Background: an optimization exercise with open tools, aiming at small area, a short achievable clock period and few clock cycles per item. Do not read the settings as production practice. The RTL was checked by simulation tests, not by an equivalence proof against the original design. No activity file was given, so power comes from the tool's default toggle rates.

Design polyline_proximity_warning_core, start of the top module:
module polyline_proximity_warning_core (
  input  logic        clk,
  input  logic        rst_n,
  input  logic        in_tvalid,
  output logic        in_tready,
  input  logic [55:0] in_tdata,    
  input  logic [1:0]  in_tuser,    
  output logic        out_tvalid,
  input  logic        out_tready,
  output logic [31:0] out_tdata,   
  input  logic        cfg_we,
  input  logic [1:0]  cfg_index,
  input  logic [22:0] cfg_wdata
);
Size in the first run: ~27000 cells after synthesis, roughly 5300 flip-flops, roughly 120 I/O pins.
Settings: LEC_CHECK=0, ABC_AREA=1, CAP_MARGIN=20, CORE_MARGIN=2, CORE_UTILIZATION=40, SETUP_SLACK_MARGIN=5, SLEW_MARGIN=20; clock period 11.0 ns.
run.sh (not shown) runs the stock make flow with config.mk's settings and CLKGATE_MAP_FILE= SYNTH_SCRIPT=/design/flow/synth_recipe.tcl, a recipe that flattens the netlist after the stock synthesis.
Testbench counts at the start, summed over its fixed seeds: cycles 26,712, queries 640.
==> next run, changes <==
--- a/flow/design.v
+++ b/flow/design.v
@@ -624,28 +624,27 @@
     s0_last_r  <= (t_r == 6'(SL - 1));
     s0_b_r     <= sw_for_b_r;
   end
   always_ff @(posedge clk) begin
     for (int k = 0; k < Lanes; k++) begin
       logic [QW-1:0] gx, gz, mx, mz, gm;
       logic [QW+4:0] gd;
-      logic [QW:0]   gs;
       gx  = gx_r[k];
       gz  = gz_r[k];
       mx  = omag(wax_r[k]);
       mz  = omag(waz_r[k]);
       gm  = (gx > gz) ? gx : gz;
-      gs  = (QW+1)'(gx) + (QW+1)'(gz);
-      gd  = ((QW+5)'(gs) << 3) + ((QW+5)'(gs) << 1) + (QW+5)'(gs);
+      gd  = ((QW+5)'(gx) << 3) + ((QW+5)'(gx) << 1) + (QW+5)'(gx) +
+            ((QW+5)'(gz) << 3) + ((QW+5)'(gz) << 1) + (QW+5)'(gz);
       if (gd[QW+4])                 lg_r[k] <= '1;       
       else if (gd[QW+3:4] > gm)     lg_r[k] <= gd[QW+3:4];
       else                          lg_r[k] <= gm;
       lj_r[k]  <= j0_r[k];
       lsv_r[k] <= lin_r[k] && ((IW+1)'(j0_r[k]) + (IW+1)'(2) <= n_cur);
-      lu_r[k]  <= UW'(mx) + UW'(mz) + UW'(5);
+      lu_r[k]  <= (mx > mz) ? UW'(mx) + UW'(mz >> 1) + UW'(5) : UW'(mz) + UW'(mx >> 1) + UW'(5);
       lvv_r[k] <= lin_r[k] && ((IW+1)'(j0_r[k]) < n_cur);
     end
     s1_vld_r   <= s0_vld_r && !sw_abort && rst_n;
     s1_first_r <= s0_first_r;
     s1_last_r  <= s0_last_r;
     s1_b_r     <= s0_b_r;
   end
The new run finished with timing, DRC and antenna clean. Non-clock buffer count shrinks by 4. Sequential share of layout area went down by 0.53 points. Clock-buffer cell count goes down by 12. Synthesized area grows by 1.4%. Maximum frequency increases by 0.35%. Utilization barely changes. Setup slack improves by 0.021 ns. Total power drops by 1.9%. Routed wire length came out higher by 4.1%. Sequential power barely changes.
Testbench counts after the change, summed over its fixed seeds: cycles 26,534, queries 640.

========
== lane 5 ==
polyline_proximity_warning_core, a different RTL version from the one above (not shown whole).
For scale: ~28000 cells after synthesis, ~5400 flip-flops, ~120 I/O pins, ~0.26 mm² of cells after synthesis.
export LEC_CHECK = 0
export ABC_AREA = 1
export CAP_MARGIN = 20
export CORE_MARGIN = 2
export CORE_UTILIZATION = 40
export SETUP_SLACK_MARGIN = 5
export SLEW_MARGIN = 20
create_clock -name core_clock -period 11.0 [get_ports {clk}]
Testbench counts of lane 5, summed over its fixed seeds: cycles 26,646, queries 640.
## Diff of input files: lane 2 against lane 5
diff --git a/flow/design.v b/flow/design.v
--- a/flow/design.v
+++ b/flow/design.v
@@ -483,25 +483,25 @@
   input  logic        rst_n,
   input  logic        in_tvalid,
   output logic        in_tready,
   input  logic [55:0] in_tdata,    
   input  logic [1:0]  in_tuser,    
   output logic        out_tvalid,
   input  logic        out_tready,
   output logic [31:0] out_tdata,   
   input  logic        cfg_we,
   input  logic [1:0]  cfg_index,
   input  logic [22:0] cfg_wdata
 );
-  localparam int Lanes = 3;
+  localparam int Lanes = 2;
   localparam int SC    = 8;                    
   localparam int NP    = ppw_pkg::MaxPoints;
   localparam int SL    = (NP + Lanes - 1) / Lanes;   
   localparam int CW    = ppw_pkg::CoordW;
   localparam int QW    = CW - SC;              
   localparam int VW    = ppw_pkg::VtxW;
   localparam int IW    = ppw_pkg::IdxW;
   localparam int GW    = QW;                   
   localparam int KW    = GW + IW;              
   localparam int UW    = QW + 2;               
   localparam int DW    = ppw_pkg::DistW;
   localparam int ND    = 3;                    
@@ -661,40 +661,27 @@
         else if (ev[i] != ev[j]) lt[i][j] = ev[i];
         else if (!ev[i])         lt[i][j] = (i < j);
         else                     lt[i][j] = (ek[i] < ek[j]);
       end
     for (int i = 0; i < NE; i++) begin
       rk[i] = '0;
       for (int j = 0; j < NE; j++) if (j != i && !lt[i][j]) rk[i] = rk[i] + 3'd1;
     end
     for (int s = 0; s < NK; s++) begin
       nk[s] = '0; nkv[s] = 1'b0;
       for (int i = 0; i < NE; i++) if (rk[i] == 3'(s)) begin nk[s] = ek[i]; nkv[s] = ev[i]; end
     end
-    begin
-      logic [UW-1:0] uv [Lanes+1];
-      logic          ue [Lanes+1];
-      logic          win [Lanes+1];
-      uv[0] = u_r; ue[0] = !s1_first_r;
-      for (int k = 0; k < Lanes; k++) begin
-        uv[k+1] = lu_r[k]; ue[k+1] = s1_vld_r && lvv_r[k];
-      end
-      nu = '1;
-      for (int i = 0; i <= Lanes; i++) begin
-        win[i] = ue[i];
-        for (int j = 0; j <= Lanes; j++)
-          if (j != i && ue[j] && ((j < i) ? (uv[j] <= uv[i]) : (uv[j] < uv[i]))) win[i] = 1'b0;
-        if (win[i]) nu = uv[i];
-      end
-    end
+    nu = s1_first_r ? '1 : u_r;
+    for (int k = 0; k < Lanes; k++)
+      if (s1_vld_r && lvv_r[k] && lu_r[k] < nu) nu = lu_r[k];
   end
   assign last_issue = sw_run_r && (t_r == 6'(SL - 1));
   assign merge_last = s1_vld_r && s1_last_r;
   typedef enum logic [1:0] {B_IDLE, B_RUN, B_RSW, B_DONE} bst_t;
   bst_t            bst_r   [2];
   logic [CW-1:0]   pbx_r   [2];
   logic [CW-1:0]   pbz_r   [2];
   logic            god_b_r [2];
   logic [GW-1:0]   g_r     [2][NK];
   logic            v_r     [2][NK];
   logic [IW-1:0]   cj_r    [2][ND];
   logic [1:0]      nst_r   [2];
## What came out
Transition time at the pin with the least slew margin for lane 2: 0.21 ns down relative to lane 5
Compared with lane 5, lane 2 shows proportion of power drawn by the clock network higher by 1.4 points.
NOTE count of non-filler cells in the finished layout lane 5->lane 2 decreased by a little under 10%
Going from lane 5 to lane 2, worst setup slack grows by 0.17 ns.
Delta (lane 2 minus lane 5): worst relative slew slack up 12 points; wire length down about 11%.
Testbench counts of lane 2, summed over its fixed seeds: cycles 28,441, queries 640.

========
Another version of the RTL of polyline_proximity_warning_core (not shown whole).
Size in the first run: about 5300 flip-flops, about 120 I/O pins.
==> flow/design.v (excerpt) <==
module polyline_proximity_warning_core (
  input  logic        clk,
  input  logic        rst_n,
  input  logic        in_tvalid,
  output logic        in_tready,
  input  logic [55:0] in_tdata,    
  input  logic [1:0]  in_tuser,    
  output logic        out_tvalid,
  input  logic        out_tready,
  output logic [31:0] out_tdata,   
  input  logic        cfg_we,
  input  logic [1:0]  cfg_index,
  input  logic [22:0] cfg_wdata
);
make LEC_CHECK=0 ABC_AREA=1 CAP_MARGIN=20 CORE_MARGIN=2 CORE_UTILIZATION=40 SETUP_SLACK_MARGIN=5 SLEW_MARGIN=20 finish   # period 11.0 ns
The starting point produced a clean layout.
Testbench counts at the start, summed over its fixed seeds: cycles 25,724, queries 640.
Then changed:
--- a/flow/design.v
+++ b/flow/design.v
@@ -171,17 +171,14 @@
   logic [4:0]             kb6;
   logic signed [DW-1:0]   sa, sb;           
   logic                   sa_z, sa_b, sb_z;
   logic signed [OW-1:0]   ma, mb, ma_r, mb_r;
   logic                   ma_sa, ma_sb, mb_sa, mb_sb, m_cl_a, m_cl_b, m_ch_a, m_ch_b;
   tag_t                   tag, ctag, tags_r, tag1_r, tagm_r, tag2_r;
   logic signed [DW-1:0]   sa_r, sb_r;
-  logic signed [DW+22:0]  sa_w;             
-  logic [4:0]             esh;
-  logic                   esh_on, sa_ovf, eovf_r;
   logic                   ma_sa_r, ma_sb_r, mb_sa_r, mb_sb_r;
   logic signed [PW-1:0]   p_r;
   logic signed [OW+9:0]   p0_r;              
   logic signed [OW+8:0]   p1_r;              
   logic signed [OW+7:0]   p2_r;              
   logic signed [NW-1:0]   acc_r, acc_a, acc_b, acc_s;
   logic                   acc_cin;
@@ -246,25 +243,14 @@
           5'd9: begin m_ch_a = 1'b1; m_ch_b = 1'b1; ctag = T_ADD48; end                   
           default: ;
         endcase
       end
     end
   end
   always_comb begin
-    esh_on = 1'b0;
-    esh    = '0;
-    for (int j = 0; j < 2; j++)
-      if (fst_r[j] == F_MUL && clamp_r && (stp_r[j] == 5'd11 || stp_r[j] == 5'd12)) begin
-        esh_on = 1'b1;
-        esh    = 5'd23 - fkb_r[j];
-      end
-    sa_w   = (DW+23)'(sa) <<< esh;
-    sa_ovf = esh_on && !((sa_w[DW+22:DW-1] == '0) || (sa_w[DW+22:DW-1] == '1));
-  end
-  always_comb begin
     ma = '0;
     if (ma_sa_r) ma = OW'(sa_r);
     if (ma_sb_r) ma = OW'(sb_r);
     if (m_cl_a)  ma = $signed({1'b0, c_r[23:0]});
     if (m_ch_a)  ma = $signed(c_r[CCW-1:24]);
     mb = '0;
     if (mb_sa_r) mb = OW'(sa_r);
@@ -328,16 +314,15 @@
         end
       endcase
     end
   end
   always_ff @(posedge clk) begin
     ma_r   <= ma;
     mb_r   <= mb;
-    sa_r    <= sa_w[DW-1:0];
-    eovf_r  <= sa_ovf;
+    sa_r    <= sa;
     sb_r    <= sb;
     ma_sa_r <= ma_sa;
     ma_sb_r <= ma_sb;
     mb_sa_r <= mb_sa;
     mb_sb_r <= mb_sb;
     tags_r  <= tag;
     tag1_r  <= (tags_r != T_NONE) ? tags_r : ctag;
@@ -361,15 +346,14 @@
         if (stp_r[j] == 5'd8) d_r <= acc_r[LW-1:0];         
         if (stp_r[j] == 5'd9) d3_r <= (LW+2)'(d_r) + (LW+2)'({d_r, 1'b0});
         if (stp_r[j] == 5'd10) begin                        
           clamp_r  <= clamp_a || clamp_b;
           csel_b_r <= clamp_b;
           if (clamp_a || clamp_b) sat_r <= 1'b0;
         end
-        if ((stp_r[j] == 5'd12 || stp_r[j] == 5'd13) && clamp_r && eovf_r) sat_r <= 1'b1;
         if (stp_r[j] == 5'd11 && clamp_r) begin
           d_r  <= LW'(1);
           d3_r <= (LW+2)'(3);
         end
       end
     end
   end
@@ -384,15 +368,15 @@
       be_tag_r <= ftg_r[hsel];
       rm_r   <= RW'(acc_r[NW-1:48]);
       nlo_r  <= acc_r[47:0];
       t_r    <= TW'(d_r);
       bd_r   <= d_r;
       bd3_r  <= d3_r;
       root_r <= '0;
-      cnt_r  <= fkb_r[hsel] + 5'd1;
+      cnt_r  <= clamp_r ? 5'(RB) : (fkb_r[hsel] + 5'd1);
       bsat_r <= pre_sat || sat_r;
     end else if (sst_r == S_SQD) begin
       cnt_r  <= cnt_r - 5'd1;
       rm_r   <= bit_ok ? RW'(diff) : RW'(rm2);
       nlo_r  <= {nlo_r[45:0], 2'b00};
       if (bit_ok) root_r[cnt_r - 5'd1] <= 1'b1;
       t_r    <= bit_ok ? t_up : t_dn;
@@ -640,27 +624,28 @@
     s0_last_r  <= (t_r == 6'(SL - 1));
     s0_b_r     <= sw_for_b_r;
   end
   always_ff @(posedge clk) begin
     for (int k = 0; k < Lanes; k++) begin
       logic [QW-1:0] gx, gz, mx, mz, gm;
       logic [QW+4:0] gd;
+      logic [QW:0]   gs;
       gx  = gx_r[k];
       gz  = gz_r[k];
       mx  = omag(wax_r[k]);
       mz  = omag(waz_r[k]);
       gm  = (gx > gz) ? gx : gz;
-      gd  = ((QW+5)'(gx) << 3) + ((QW+5)'(gx) << 1) + (QW+5)'(gx) +
-            ((QW+5)'(gz) << 3) + ((QW+5)'(gz) << 1) + (QW+5)'(gz);
+      gs  = (QW+1)'(gx) + (QW+1)'(gz);
+      gd  = ((QW+5)'(gs) << 3) + ((QW+5)'(gs) << 1) + (QW+5)'(gs);
       if (gd[QW+4])                 lg_r[k] <= '1;       
       else if (gd[QW+3:4] > gm)     lg_r[k] <= gd[QW+3:4];
       else                          lg_r[k] <= gm;
       lj_r[k]  <= j0_r[k];
       lsv_r[k] <= lin_r[k] && ((IW+1)'(j0_r[k]) + (IW+1)'(2) <= n_cur);
-      lu_r[k]  <= (mx > mz) ? UW'(mx) + UW'(mz >> 1) + UW'(5) : UW'(mz) + UW'(mx >> 1) + UW'(5);
+      lu_r[k]  <= UW'(mx) + UW'(mz) + UW'(4);
       lvv_r[k] <= lin_r[k] && ((IW+1)'(j0_r[k]) < n_cur);
     end
     s1_vld_r   <= s0_vld_r && !sw_abort && rst_n;
     s1_first_r <= s0_first_r;
     s1_last_r  <= s0_last_r;
     s1_b_r     <= s0_b_r;
   end
Fmax rises by 1.4%.
Clock power barely changes.
First-iteration DRC count falls by 9.8%.
Via count falls by 0.94%.
Global-route usage rises by 0.59 points.
Testbench counts after the change, summed over its fixed seeds: cycles 26,616, queries 640.

## what the ideal ports hide
No port has a modelled driver above. Below, the same layouts with a new extraction and two added sets of constraints.
Step 1: set_driving_cell puts a clkbuf_16 on clk and a buf_2 on each other input, an assumption about the parent block.
Step 2 moves the port delays by t, midway between the first and last clock arrival at a register: inputs arrive t later, outputs are due t later. That takes back most of the time a late clock gives input paths.
Slacks: ideal ports / drivers / drivers and shift; pairs: ideal ports / drivers.
run | t (ns) | slack for setup (ns) | worst setup path after step 2
the first run of note 1 | 1.198 | 5.057 / 5.057 / 5.057 | register to register
the second run of note 1 | 1.168 | 5.078 / 5.078 / 4.871 | input to register
lane 5 | 1.202 | 4.981 / 4.981 / 4.728 | input to register
lane 2 | 1.158 | 5.154 / 5.154 / 4.221 | input to register
the first run of note 3 | 1.191 | 5.064 / 5.064 / 4.534 | input to register
the second run of note 3 | 1.184 | 5.145 / 5.145 / 5.061 | input to register
After both steps setup and hold are still met in every run listed. For lane 2, which loses most, drivers alone change the setup slack by 0.000 ns; drivers and shift together by -0.933 ns.
